Context: an optimization exercise on an open-source flow, tuned for small area and a short achievable clock period. The choices shown serve that exercise and are no tape-out recipe.
Function was checked by simulation only, so behaviour that the tests miss may differ from the original.
No activity file was given, so power comes from the tool's default toggle rates.

== v6 ==
## latency_histogram_counters_top
module latency_histogram_counters_top (
  input  logic                  clk_i,
  input  logic                  rst_ni,
  input  logic                  cfg_we_i,
  input  logic [lhc_pkg::CFG_IDX_W-1:0]  cfg_index_i,
  input  logic [lhc_pkg::CFG_DATA_W-1:0] cfg_wdata_i,
  input  logic                  in_valid_i,
  output logic                  in_stall_o,
  input  logic [lhc_pkg::IN_BEAT_W-1:0]  in_beat_i,
  output logic                  out_valid_o,
  input  logic                  out_stall_i,
  output logic [lhc_pkg::OUT_BEAT_W-1:0] out_beat_o
);
  logic accept, load, last;
  logic [lhc_pkg::IDX_W-1:0] load_idx, out_idx;
  logic [lhc_pkg::CNT_W-1:0] out_value;
  lhc_ctrl u_ctrl (
    .clk_i       (clk_i),
    .rst_ni      (rst_ni),
    .in_valid_i  (in_valid_i),
    .command_i   (in_beat_i[18:16]),
    .in_stall_o  (in_stall_o),
    .accept_o    (accept),
    .out_stall_i (out_stall_i),
    .out_valid_o (out_valid_o),
    .load_o      (load),
    .load_idx_o  (load_idx),
    .out_idx_o   (out_idx),
    .out_last_o  (last)
  );
  lhc_dp u_dp (
    .clk_i       (clk_i),
    .rst_ni      (rst_ni),
    .cfg_we_i    (cfg_we_i),
    .cfg_index_i (cfg_index_i),
    .cfg_wdata_i (cfg_wdata_i),
    .accept_i    (accept),
    .command_i   (in_beat_i[18:16]),
    .duration_i  (in_beat_i[15:0]),
    .load_i      (load),
    .load_idx_i  (load_idx),
    .out_value_o (out_value)
  );
  assign out_beat_o = {out_idx, out_value, last};
endmodule
For scale: roughly 470 flip-flops, roughly 0.022 sq mm of cells after synthesis.
==> flow/config.mk <==
export PLATFORM = sky130hd
export DESIGN_NAME = latency_histogram_counters_top
export DESIGN_NICKNAME = latency_histogram_counters_top
export VERILOG_FILES = /design/flow/design.v
export SDC_FILE = /design/flow/constraint.sdc
export NUM_CORES = 4
export LEC_CHECK = 0
export CAP_MARGIN = 20
export CORE_MARGIN = 2
export CORE_UTILIZATION = 40
export CTS_BUF_LIST = sky130_fd_sc_hd__clkbuf_16
export CTS_CLUSTER_DIAMETER = 80
export CTS_CLUSTER_SIZE = 30
export SETUP_SLACK_MARGIN = 3.6
export SLEW_MARGIN = 20
==> flow/constraint.sdc <==
create_clock -name core_clock -period 6.0 [get_ports {clk_i}]
set_input_delay 1.2000 -clock core_clock [delete_from_list [all_inputs] [get_ports {clk_i}]]
set_output_delay 1.2000 -clock core_clock [all_outputs]
set_load 0.01 [all_outputs]
standard.sh (not shown) runs the stock make flow with config.mk's settings and CLKGATE_MAP_FILE= SYNTH_SCRIPT=/design/flow/synth_recipe.tcl, a recipe that flattens the netlist after the stock synthesis.
==> flow/flow/run.sh <==
#!/bin/bash
# Own flow: the standard layout, except that synthesis maps the logic with
# an area-recovering ABC script (flow/abc_speed.script). Registers, their names
# and cell types come out as in the standard synthesis (they are mapped before
# ABC runs). Each step's full output goes to a log file in this folder.
set -euo pipefail
W=$PWD
mkdir -p "$W/scripts_abc"
cp -r "$FLOW_HOME/scripts/." "$W/scripts_abc/"
cp "$W/flow/abc_speed.script" "$W/scripts_abc/abc_speed.script"
bash standard.sh SCRIPTS_DIR="$W/scripts_abc" synth > "$W/synth.log" 2>&1
bash standard.sh finish > "$W/layout.log" 2>&1
==> flow/flow/abc_speed.script <==
&get -n
&st
&dch
&nf -R 1000
&put
Modified inputs, v7 compared to v6
- swapping 3.6 for 3.8 in SETUP_SLACK_MARGIN
==> flow/run.sh (new file) <==
#!/bin/bash
# synth_recipe.tcl (not shown) runs the flow's synth.tcl, then flattens the netlist and writes it again
# the make line also repeats each setting of config.mk as NAME=value (left out here)
make -C /OpenROAD-flow-scripts/flow DESIGN_CONFIG=/design/flow/config.mk WORK_HOME=/design/flow/orfs CLKGATE_MAP_FILE= SYNTH_SCRIPT=/design/flow/synth_recipe.tcl finish
removed: flow/flow/run.sh
removed: flow/flow/abc_speed.script
removed: flow/standard.sh
Findings:
v7 reached the end of the flow, and the finished layout is clean on the timing, DRC and antenna checks. v6 consumes less power than v7. Highest achievable clock rate improves in v7 relative to v6. Cell type of the slowest stage on the worst timing path: sky130_fd_sc_hd__dfstp_2 -> v6, sky130_fd_sc_hd__dfrtp_1 -> v7. v7 and v6 ended up with nearly the same footprint of the flip-flops and latches. Relative to v6, highest cell delay on the worst timing path has decreased by 0.12 ns in v7. NOTE: global routing met1 resource utilization in v7 exceeds that of v6. Compared with v6, v7 shows die footprint higher by 6.6%. Of v7 and v6, it is v7 that has the higher number of ordinary inverters in the final layout. For the total wire length after detailed routing, v7 came in 15% higher than v6 did. Re number of flip-flops and latches: no difference whatsoever between v6 and v7. Compared with v6, v7 shows clock share of power lower by 0.9 points. v7 vs v6, classification of the worst setup path: reg -> out vs reg -> reg. v7 ended up with a lower depth of the worst hold-timing path than v6 did.

========
latency_histogram_counters_top, a different RTL version from the one above (not shown whole).
Size in the first run: about 490 flip-flops, roughly 70 I/O pins.
Design latency_histogram_counters_top, start of the top module:
module latency_histogram_counters_top (
  input  logic                  clk_i,
  input  logic                  rst_ni,
  input  logic                  cfg_we_i,
  input  logic [lhc_pkg::CFG_IDX_W-1:0]  cfg_index_i,
  input  logic [lhc_pkg::CFG_DATA_W-1:0] cfg_wdata_i,
  input  logic                  in_valid_i,
  output logic                  in_stall_o,
  input  logic [lhc_pkg::IN_BEAT_W-1:0]  in_beat_i,
  output logic                  out_valid_o,
  input  logic                  out_stall_i,
  output logic [lhc_pkg::OUT_BEAT_W-1:0] out_beat_o
);
==> flow/config.mk <==
export PLATFORM = sky130hd
export DESIGN_NAME = latency_histogram_counters_top
export DESIGN_NICKNAME = latency_histogram_counters_top
export VERILOG_FILES = /design/flow/design.v
export SDC_FILE = /design/flow/constraint.sdc
export NUM_CORES = 4
export LEC_CHECK = 0
export CAP_MARGIN = 20
export CORE_MARGIN = 2
export CORE_UTILIZATION = 40
export CTS_BUF_LIST = sky130_fd_sc_hd__clkbuf_16
export CTS_CLUSTER_DIAMETER = 80
export CTS_CLUSTER_SIZE = 30
export SETUP_SLACK_MARGIN = 3.65
export SLEW_MARGIN = 20
==> flow/constraint.sdc <==
create_clock -name core_clock -period 6.0 [get_ports {clk_i}]
set_input_delay 1.2000 -clock core_clock [delete_from_list [all_inputs] [get_ports {clk_i}]]
set_output_delay 1.2000 -clock core_clock [all_outputs]
set_load 0.01 [all_outputs]
==> flow/flow/run.sh <==
#!/bin/bash
# Own flow: the standard layout with two changes.
#  1. Synthesis is the standard synthesis script (synth_recipe_mix.tcl is
#     synth_recipe.tcl plus a wrapper around ORFS's final abc call): the logic
#     cone that feeds the snapshot output value register is mapped with an
#     area-recovering ABC script (abc_area_nf.script), the rest with ORFS's
#     standard ABC script. Flip-flops are mapped before that call, so the
#     registers, their names and cell types are the standard synthesis's.
#  2. Ports are buffered with buf_2 cells instead of the delay buffers that
#     port buffering otherwise picks.
# Each step's full output goes to a log file of its own in this folder.
set -euo pipefail
W=$PWD
bash standard.sh "SYNTH_SCRIPT=$W/flow/synth_recipe_mix.tcl" \
  "MIX_AREA_SCRIPT=$W/flow/abc_area_nf.script" synth > "$W/synth.log" 2>&1
bash standard.sh "BUFFER_PORTS_ARGS=-buffer_cell sky130_fd_sc_hd__buf_2" finish > "$W/layout.log" 2>&1
==> flow/flow/abc_area_nf.script <==
&get -n
&st
&dch
&nf -R 1000
&put
==> flow/flow/synth_recipe_mix.tcl <==
proc synth {args} { yosys synth -nofsm -noshare {*}$args }
# The final technology mapping (ORFS's synth.tcl calls abc once, after the
# flip-flops are mapped): the cone feeding the snapshot output value register
# is mapped first with an area-recovering ABC script, the rest as standard.
proc abc {args} {
  set i [lsearch -exact $args -script]
  set area_args [lreplace $args [expr {$i + 1}] [expr {$i + 1}] $::env(MIX_AREA_SCRIPT)]
  set stop {}
  foreach t {dfrtp_1 dfrtp_2 dfrtp_4 dfstp_1 dfstp_2 dfstp_4 dfxtp_1 dfxtp_2 dfxtp_4 edfxtp_1} {
    lappend stop "sky130_fd_sc_hd__$t"
  }
  yosys select -set rdd c:*out_value_o* %ci1:+[join $stop ,]\[D\] c:*out_value_o* %d
  yosys select -set rdcone @rdd %ci*:-[join $stop ,]
  yosys select -set rdgates @rdcone t:\$_* %i
  yosys tee -o $::env(REPORTS_DIR)/mix_cone.txt select -count @rdgates
  yosys abc {*}$area_args @rdgates
  yosys abc {*}$args
}
source $::env(SCRIPTS_DIR)/synth.tcl
# left out here: clear keep_hierarchy, flatten, clean up, hide names made inside functions, write 1_2_yosys.v
Then changed:
SETUP_SLACK_MARGIN = 3.6   (was 3.65)
Outcome: The changed run passed the timing, DRC and antenna checks; sequential cell count is unchanged; routed wire length shrinks by a few percent; cell count shrinks slightly; total power shrinks slightly; maximum frequency grows slightly; via count shrinks slightly; worst setup slack gets better by 0.018 ns; worst hold slack gets better by 0.014 ns; synthesized cell count is unchanged.
Then changed:
CTS_CLUSTER_DIAMETER = 100   (was 80)
PLACE_DENSITY = 0.7   (was default)
Result:
- The changed run completed without violations
- utilization shrinks by 0.80 points
- clock skew shrinks by 0.0083 ns
- routed wire length shrinks by about 0.9%
Then changed:
CORE_UTILIZATION = 45   (was 40)
CTS_CLUSTER_DIAMETER = 80   (was 100)
PLACE_DENSITY = default   (was 0.7)
Effect:
- The new run completed without violations
- setup slack degrades by 0.024 ns
- critical path depth is unchanged
- clock skew went up by 0.020 ns

[re-timing with driven ports]
How much do the figures lean on ideal ports? The routed layouts below were timed once more, with nothing changed but the port constraints.
Step 1, drivers: a clkbuf_16 drives clk_i and a buf_2 each remaining input, both assumed.
Step 2, shift: input delay + t, output delay - t, t = (earliest + latest rising clock arrival at the registers) / 2. This alone moves slack from input paths to output paths.
Three values: ideal ports, drivers, drivers and shift; two values: the first two.
| run | t (ns) | setup WS [ns] | worst setup path at the end |
|---|---|---|---|
| v6 | 0.659 | 2.960 / 2.960 / 2.960 | register to register |
| v7 | 0.654 | 3.597 / 3.541 / 3.344 | input to register |
| the first run of note 2 | 0.647 | 3.615 / 3.562 / 3.293 | input to register |
| the second run of note 2 | 0.649 | 3.633 / 3.574 / 3.204 | input to register |
| the third run of note 2 | 0.614 | 3.658 / 3.605 / 3.261 | input to register |
| the fourth run of note 2 | 0.659 | 3.634 / 3.574 / 3.230 | input to register |
After both steps setup and hold are still met in every run listed. For the second run of note 2, which loses most, drivers alone change the setup slack by -0.059 ns; drivers and shift together by -0.429 ns.
